This design comes from an exercise in tuning for small area on the open sky130 flow, not from production work. The RTL was checked by simulation tests, not by an equivalence proof against the original design. No driver is modelled on the clock port, so clocking that relies on it looks cheaper here than on a real chip. Power figures rest on the tool's default switching activity, not on a simulated workload.

## delta
==> flow/design.v <==
`timescale 1ns/1ps
`default_nettype none
package game_pkg;
	typedef enum logic [2-1:0] {
		ROCK    = 2'd0,
		SCISSOR = 2'd1,
		PAPER   = 2'd2
	} move_t;
	typedef struct packed {
		logic user_win;
		logic com_win;
		logic draw;
	} outcome_t;
	typedef enum logic {
		STRAT_CYCLER = 1'b0,
		STRAT_MARKOV = 1'b1
	} strategy_t;
	typedef union packed {
		struct packed {
			move_t user;  
			move_t com;
		} moves;
		logic [2*2-1:0] row;
	} round_key_u;
endpackage
`default_nettype wire
`timescale 1ns/1ps
`default_nettype none
package score_pkg;
	typedef logic [8-1:0] score_t;
	typedef logic [3:0] nibble_t;
	typedef logic [6:0] seg_t;
endpackage
`default_nettype wire
`timescale 1ns/1ps
`default_nettype none
module rps_game (
	input  logic                clock,
	input  logic                reset,
	input  logic                play,
	input  logic                load,
	input  game_pkg::strategy_t strategy,
	input  game_pkg::move_t     user_move,
	output logic                user_win,
	output logic                com_win,
	output logic                draw,
	output score_pkg::seg_t     hex0,
	output score_pkg::seg_t     hex1,
	output score_pkg::seg_t     hex2,
	output score_pkg::seg_t     hex3,
	output score_pkg::seg_t     hex4,
	output score_pkg::seg_t     hex5
);
	localparam int CW = 8;
	logic       strat_q;
	logic [1:0] cyc;
	logic [1:0] pu, pc;     
	logic       have_prev;
	logic [8:0] valid;      
	logic [CW-1:0] cnt [0:8][0:2];
	logic [7:0] user_score, com_score;
	logic [2:0] pu_oh, pc_oh;
	logic [8:0] rsel;
	function automatic logic [2:0] move_oh(input logic [1:0] m);
		move_oh = {m[1], m[0], ~(m[1] | m[0])};
	endfunction
	assign pu_oh = move_oh(pu);
	assign pc_oh = move_oh(pc);
	always_comb begin
		for (int i = 0; i < 3; i++)
			for (int j = 0; j < 3; j++)
				rsel[i*3+j] = pu_oh[i] & pc_oh[j];
	end
	logic [CW-1:0] rd [0:2];  
	always_comb begin
		for (int c = 0; c < 3; c++) begin
			rd[c] = '0;
			for (int k = 0; k < 9; k++)
				rd[c] = rd[c] | (cnt[k][c] & {CW{rsel[k] & valid[k]}});
		end
	end
	logic [CW-1:0] r, s, p;
	assign r = rd[0];
	assign s = rd[1];
	assign p = rd[2];
	logic [1:0] predicted, markov_move, com;
	always_comb begin
		if (r == s && s == p)
			predicted = cyc;
		else if (p >= r && p >= s)
			predicted = 2'd2;
		else if (r == s)
			predicted = cyc[0] ? 2'd1 : 2'd0;
		else if (r > s)
			predicted = 2'd0;
		else
			predicted = 2'd1;
		case (predicted)
			2'd0:    markov_move = 2'd2;
			2'd1:    markov_move = 2'd0;
			default: markov_move = 2'd1;
		endcase
	end
	assign com = strat_q ? markov_move : cyc;
	function automatic logic beats(input logic [1:0] a, input logic [1:0] b);
		logic [2:0] ao, bo;
		ao = move_oh(a);
		bo = move_oh(b);
		beats = (ao[0] & bo[1]) | (ao[1] & bo[2]) | (ao[2] & bo[0]);
	endfunction
	logic uw, cw;
	assign uw = beats(user_move, com);
	assign cw = beats(com, user_move);
	always_ff @(posedge clock or negedge reset) begin
		if (!reset) begin
			strat_q <= 1'b0;
		end else if (load) begin
			strat_q <= strategy;
		end
	end
	always_ff @(posedge clock or negedge reset) begin
		if (!reset) begin
			cyc <= 2'd0;
		end else begin
			cyc <= {cyc[0], ~cyc[0] & ~cyc[1]};
		end
	end
	always_ff @(posedge clock or negedge reset) begin
		if (!reset) begin
			pu <= 2'd0;
			pc <= 2'd0;
			have_prev <= 1'b0;
		end else if (play) begin
			pu <= user_move;
			pc <= com;
			have_prev <= 1'b1;
		end
	end
	always_ff @(posedge clock or negedge reset) begin
		if (!reset) begin
			user_score <= '0;
			com_score <= '0;
		end else begin
			user_score <= user_score + 8'(play & uw);
			com_score <= com_score + 8'(play & cw);
		end
	end
	logic [8:0] row_we;
	assign row_we = rsel & {9{play & have_prev}};
	always_ff @(posedge clock or negedge reset) begin
		if (!reset) begin
			valid <= '0;
		end else begin
			valid <= valid | row_we;
		end
	end
	logic [CW-1:0] wd [0:2];
	logic [2:0] u_oh;
	assign u_oh = move_oh(user_move);
	always_comb begin
		for (int c = 0; c < 3; c++)
			wd[c] = rd[c] + CW'(u_oh[c]);
	end
	always_ff @(posedge clock) begin
		for (int k = 0; k < 9; k++) begin
			if (row_we[k]) begin
				for (int c = 0; c < 3; c++)
					cnt[k][c] <= wd[c];
			end
		end
	end
	assign draw = have_prev & |(pu_oh & pc_oh);
	assign user_win = have_prev & beats(pu, pc);
	assign com_win = have_prev & beats(pc, pu);
	function automatic score_pkg::seg_t seg_of(input score_pkg::nibble_t value);
		case (value)
			4'h0:    seg_of = 7'b100_0000;
			4'h1:    seg_of = 7'b111_1001;
			4'h2:    seg_of = 7'b010_0100;
			4'h3:    seg_of = 7'b011_0000;
			4'h4:    seg_of = 7'b001_1001;
			4'h5:    seg_of = 7'b001_0010;
			4'h6:    seg_of = 7'b000_0010;
			4'h7:    seg_of = 7'b111_1000;
			4'h8:    seg_of = 7'b000_0000;
			4'h9:    seg_of = 7'b001_1000;
			4'hA:    seg_of = 7'b000_1000;
			4'hB:    seg_of = 7'b000_0011;
			4'hC:    seg_of = 7'b100_0110;
			4'hD:    seg_of = 7'b010_0001;
			4'hE:    seg_of = 7'b000_0110;
			default: seg_of = 7'b000_1110;
		endcase
	endfunction
	assign hex0 = seg_of(user_score[3:0]);
	assign hex1 = seg_of(user_score[7:4]);
	function automatic score_pkg::seg_t seg_of_move(input logic [1:0] m);
		seg_of_move = {~m[1], m[0] | m[1], m[0], m[0], m[1], 1'b0, m[0]};
	endfunction
	assign hex2 = seg_of_move(pu);
	assign hex3 = seg_of_move(pc);
	assign hex4 = seg_of(com_score[3:0]);
	assign hex5 = seg_of(com_score[7:4]);
endmodule
`default_nettype wire
==> flow/config.mk <==
export PLATFORM = sky130hd
export DESIGN_NAME = rps_game
export DESIGN_NICKNAME = rps_game
export VERILOG_FILES = /design/flow/design.v
export SDC_FILE = /design/flow/constraint.sdc
export NUM_CORES = 8
export LEC_CHECK = 0
export CAP_MARGIN = 20
export CORE_MARGIN = 2
export CORE_UTILIZATION = 40
export PLACE_DENSITY = 0.6
export SLEW_MARGIN = 20
==> flow/constraint.sdc <==
create_clock -name core_clock -period 10.0 [get_ports {clock}]
set_input_delay 2.0000 -clock core_clock [delete_from_list [all_inputs] [get_ports {clock}]]
set_output_delay 2.0000 -clock core_clock [all_outputs]
set_load 0.01 [all_outputs]
standard.sh (not shown) runs the stock make flow with config.mk's settings and CLKGATE_MAP_FILE= SYNTH_SCRIPT=/design/flow/synth_recipe.tcl, a recipe that flattens the netlist after the stock synthesis.
==> flow/flow/run.sh <==
#!/bin/bash
# Own layout flow: the standard synthesis, then the same synthesis again with an area-oriented
# ABC script and without the full/half-adder extraction step; the smaller netlist is kept only if
# its flip-flops (names and cell types) are exactly those of the standard synthesis. The layout
# then runs the standard ORFS flow (standard.sh) with small port buffers and a leaner clock tree.
set -uo pipefail
W=$PWD
F=$W/flow
R=$W/orfs/results/$FLOW_PLATFORM/rps_game/base
LIB=$FLOW_HOME/platforms/$FLOW_PLATFORM/lib/sky130_fd_sc_hd__tt_025C_1v80.lib

# 1. standard synthesis
bash standard.sh synth > $W/log_std_synth.txt 2>&1 || { echo "standard synthesis failed"; exit 1; }
cp $R/1_2_yosys.v $W/netlist_std.v

# 2. custom synthesis in its own ORFS work home
sed -e 's#^\(source \$::env(SCRIPTS_DIR)/synth_preamble.tcl\)#\1\nset abc_args [lreplace $abc_args 1 1 $::env(MY_ABC)]#' \
    -e 's#^\(\s*\)extract_fa {\*}\[dont_use_extract_fa_args\]#\1\# extract_fa skipped#' \
    $FLOW_HOME/scripts/synth.tcl > $W/synth_c.tcl
sed -e "s#source \$::env(SCRIPTS_DIR)/synth.tcl#source $W/synth_c.tcl#" $W/synth_recipe.tcl > $W/synth_recipe_c.tcl
sed -e "s#SYNTH_SCRIPT=[^ ]*#SYNTH_SCRIPT=$W/synth_recipe_c.tcl#" -e "s#WORK_HOME=[^ ]*#WORK_HOME=$W/orfs_c#" \
    -e '/^if \[\[ -f/,/^fi/d' standard.sh > $W/standard_c.sh
best=$W/netlist_std.v
for s in $F/abc_*.script; do
  n=$(basename $s .script)
  (
    sed -e "s#WORK_HOME=[^ ]*#WORK_HOME=$W/orfs_$n#" $W/standard_c.sh > $W/standard_$n.sh
    if MY_ABC=$s bash $W/standard_$n.sh "MIN_BUF_CELL_AND_PORTS=sky130_fd_sc_hd__buf_1 A X" synth > $W/log_synth_$n.txt 2>&1; then
      cp $W/orfs_$n/results/$FLOW_PLATFORM/rps_game/base/1_2_yosys.v $W/netlist_$n.v
    fi
    rm -rf $W/orfs_$n
  ) &
done
wait
python3 $F/pick.py $LIB $W/netlist_std.v $W/netlist_abc_*.v > $W/log_pick.txt 2>&1
best=$(tail -1 $W/log_pick.txt)
[[ -f "$best" ]] || best=$W/netlist_std.v
if [[ "$best" != "$W/netlist_std.v" ]]; then
  cp "$best" $R/1_2_yosys.v
  rm -f $R/1_synth.odb
fi

PORTS="BUFFER_PORTS_ARGS=-buffer_cell sky130_fd_sc_hd__buf_1"
CTS_BASE="-sink_clustering_enable -repair_clock_nets -dont_use_dummy_load"
CTS_DEFAULT="$CTS_BASE -buf_list {sky130_fd_sc_hd__clkbuf_8} -sink_clustering_size 15 -sink_clustering_max_diameter 100"
sed -e '/^if \[\[ -f/,/^fi/d' standard.sh > $W/standard_t.sh
cp $R/1_2_yosys.v $W/netlist_v0.v
python3 $F/upsize.py $LIB $W/netlist_v0.v $W/netlist_v1.v 16 _4 > $W/log_upsize.txt 2>&1 || cp $W/netlist_v0.v $W/netlist_v1.v
for v in v0 v1; do
  (
    cp -a $W/orfs $W/orfs_p$v
    cp $W/netlist_$v.v $W/orfs_p$v/results/$FLOW_PLATFORM/rps_game/base/1_2_yosys.v
    rm -f $W/orfs_p$v/results/$FLOW_PLATFORM/rps_game/base/1_synth.odb
    sed -e "s#WORK_HOME=[^ ]*#WORK_HOME=$W/orfs_p$v#" $W/standard_t.sh > $W/standard_p$v.sh
    bash $W/standard_p$v.sh "$PORTS" place > $W/log_place_$v.txt 2>&1 || rm -rf $W/orfs_p$v
  ) &
done
wait
for v in v0 v1; do
  [[ -d $W/orfs_p$v ]] || continue
  i=0
  while IFS= read -r cfg; do
    [[ -z "$cfg" || "$cfg" == \#* ]] && continue
    i=$((i+1)); t=${v}_$i
    (
      cp -a $W/orfs_p$v $W/orfs_t$t
      sed -e "s#WORK_HOME=[^ ]*#WORK_HOME=$W/orfs_t$t#" $W/standard_t.sh > $W/standard_t$t.sh
      if bash $W/standard_t$t.sh "$PORTS" "CTS_ARGS=$CTS_BASE $cfg" cts > $W/log_cts_t$t.txt 2>&1; then
        RT=$W/orfs_t$t/results/$FLOW_PLATFORM/rps_game/base
        cat > $W/cts_t$t.tcl <<EOT
read_db $RT/4_cts.odb
read_liberty $LIB
read_sdc $RT/4_cts.sdc
source $FLOW_HOME/platforms/$FLOW_PLATFORM/setRC.tcl
estimate_parasitics -placement
set mx 0
foreach p [get_pins -hierarchical */CLK] { set s [get_property \$p slew_max]; if {\$s > \$mx} {set mx \$s} }
set a 0
foreach inst [get_cells *] { set m [get_property \$inst ref_name]; if {![string match *tap* \$m]} { set a [expr {\$a + [get_property [get_lib_cells */\$m] area]}] } }
puts "RESULT $t \$a \$mx $i"
EOT
        openroad -no_init -exit $W/cts_t$t.tcl > $W/log_cts_measure_t$t.txt 2>&1
      fi
    ) &
  done < $F/cts_options.txt
done
wait
grep -h "^RESULT" $W/log_cts_measure_t*.txt > $W/log_cts_choice.txt 2>/dev/null
best=$(awk '$4 <= 0.110 {print $3, $2}' $W/log_cts_choice.txt | sort -g | head -1 | awk '{print $2}')
CTS_CHOSEN="$CTS_DEFAULT"
if [[ -n "$best" && -d $W/orfs_t$best ]]; then
  n=$(awk -v b="$best" '$2 == b {print $5}' $W/log_cts_choice.txt)
  cfg=$(grep -v '^#' $F/cts_options.txt | grep -v '^$' | sed -n "${n}p")
  CTS_CHOSEN="$CTS_BASE $cfg"
  rm -rf $W/orfs
  mv $W/orfs_t$best $W/orfs
fi
echo "chosen: $best $CTS_CHOSEN" >> $W/log_cts_choice.txt
rm -rf $W/orfs_t* $W/orfs_p*
bash standard.sh "$PORTS" "CTS_ARGS=$CTS_CHOSEN" finish > $W/log_layout.txt 2>&1 || { echo "layout failed"; tail -20 $W/log_layout.txt; exit 1; }
ls -la $W/out
Other scripts of this flow, unchanged in this note and not shown: flow/flow/abc_amap.script, flow/flow/cts_options.txt, flow/flow/pick.py, flow/flow/upsize.py
delta ran to completion and came out clean on the timing, DRC and antenna checks.
The following lists how quartz was set up differently from delta:
==> flow/flow/abc_ds1.script (new file) <==
strash
&get -n
&deepsyn -I 20 -J 10
&put
dch -f
amap
topo
==> flow/flow/abc_ds2.script (new file) <==
strash
&get -n
&deepsyn -I 20 -J 10 -S 5
&put
dch -f
amap -F 4 -A 10
topo
==> flow/flow/abc_ds3.script (new file) <==
strash
dc2
&get -n
&deepsyn -I 20 -J 10
&put
dch -f
amap -F 4 -A 10
topo
==> flow/flow/abc_ds4.script (new file) <==
strash
&get -n
&deepsyn -I 20 -J 10 -S 9
&put
dch -f
amap -F 4 -A 10
topo
==> flow/flow/abc_ds5.script (new file) <==
strash
&get -n
&deepsyn -I 20 -J 10 -S 13
&put
dch -f
amap -F 4 -A 10
topo
==> notes.md <==
The CTS sink count on quartz is in line with that on delta.
Between quartz and delta, it is quartz whose data arrival time of the worst path is lower, by 0.45 ns.
Changes observed in quartz relative to delta: area overhead of the layout relative to synthesis increased 0.18 points, number of vias per cell climbed about 6%, cell count lost 86, critical path buffer and inverter count shows a reduction of 1.
Cell area | quartz vs delta | quartz smaller
Between quartz and delta, synthesized cell count is higher for delta, quartz comes in under that.
Internal cell power down about 0.9% in quartz wrt delta
quartz: netlist area before placement 310 um^2 below delta
Between quartz and delta, the difference in sequential cell fraction of total power is negligible.

afterwards: timing with drivers on the ports:
How much do the figures lean on ideal ports? The routed layouts below were timed once more, with nothing changed but the port constraints. Step 1 (the two cells are an assumption about what drives the block):
set clk [get_ports {clock}]
set_driving_cell -lib_cell sky130_fd_sc_hd__clkbuf_16 $clk
set_driving_cell -lib_cell sky130_fd_sc_hd__buf_2 [delete_from_list [all_inputs] $clk]
Step 2 also shifts input and output timing later by t, the mid clock arrival at the registers, as if the neighbouring blocks saw the same clock. Slacks: ideal ports / drivers / drivers and shift; pairs: ideal ports / drivers.
run	t (ns)	setup slack, ns	latest minus earliest clock arrival (ns)	slew at the worst register clock pin (ns)	worst data-port slew with drivers (ns)
delta	0.687	3.213 / 3.213 / 3.213	0.060 / 0.060	0.11 / 0.11	0.05
quartz	0.702	3.713 / 3.713 / 3.713	0.030 / 0.031	0.10 / 0.10	0.04
After both steps every run listed still meets setup and hold.
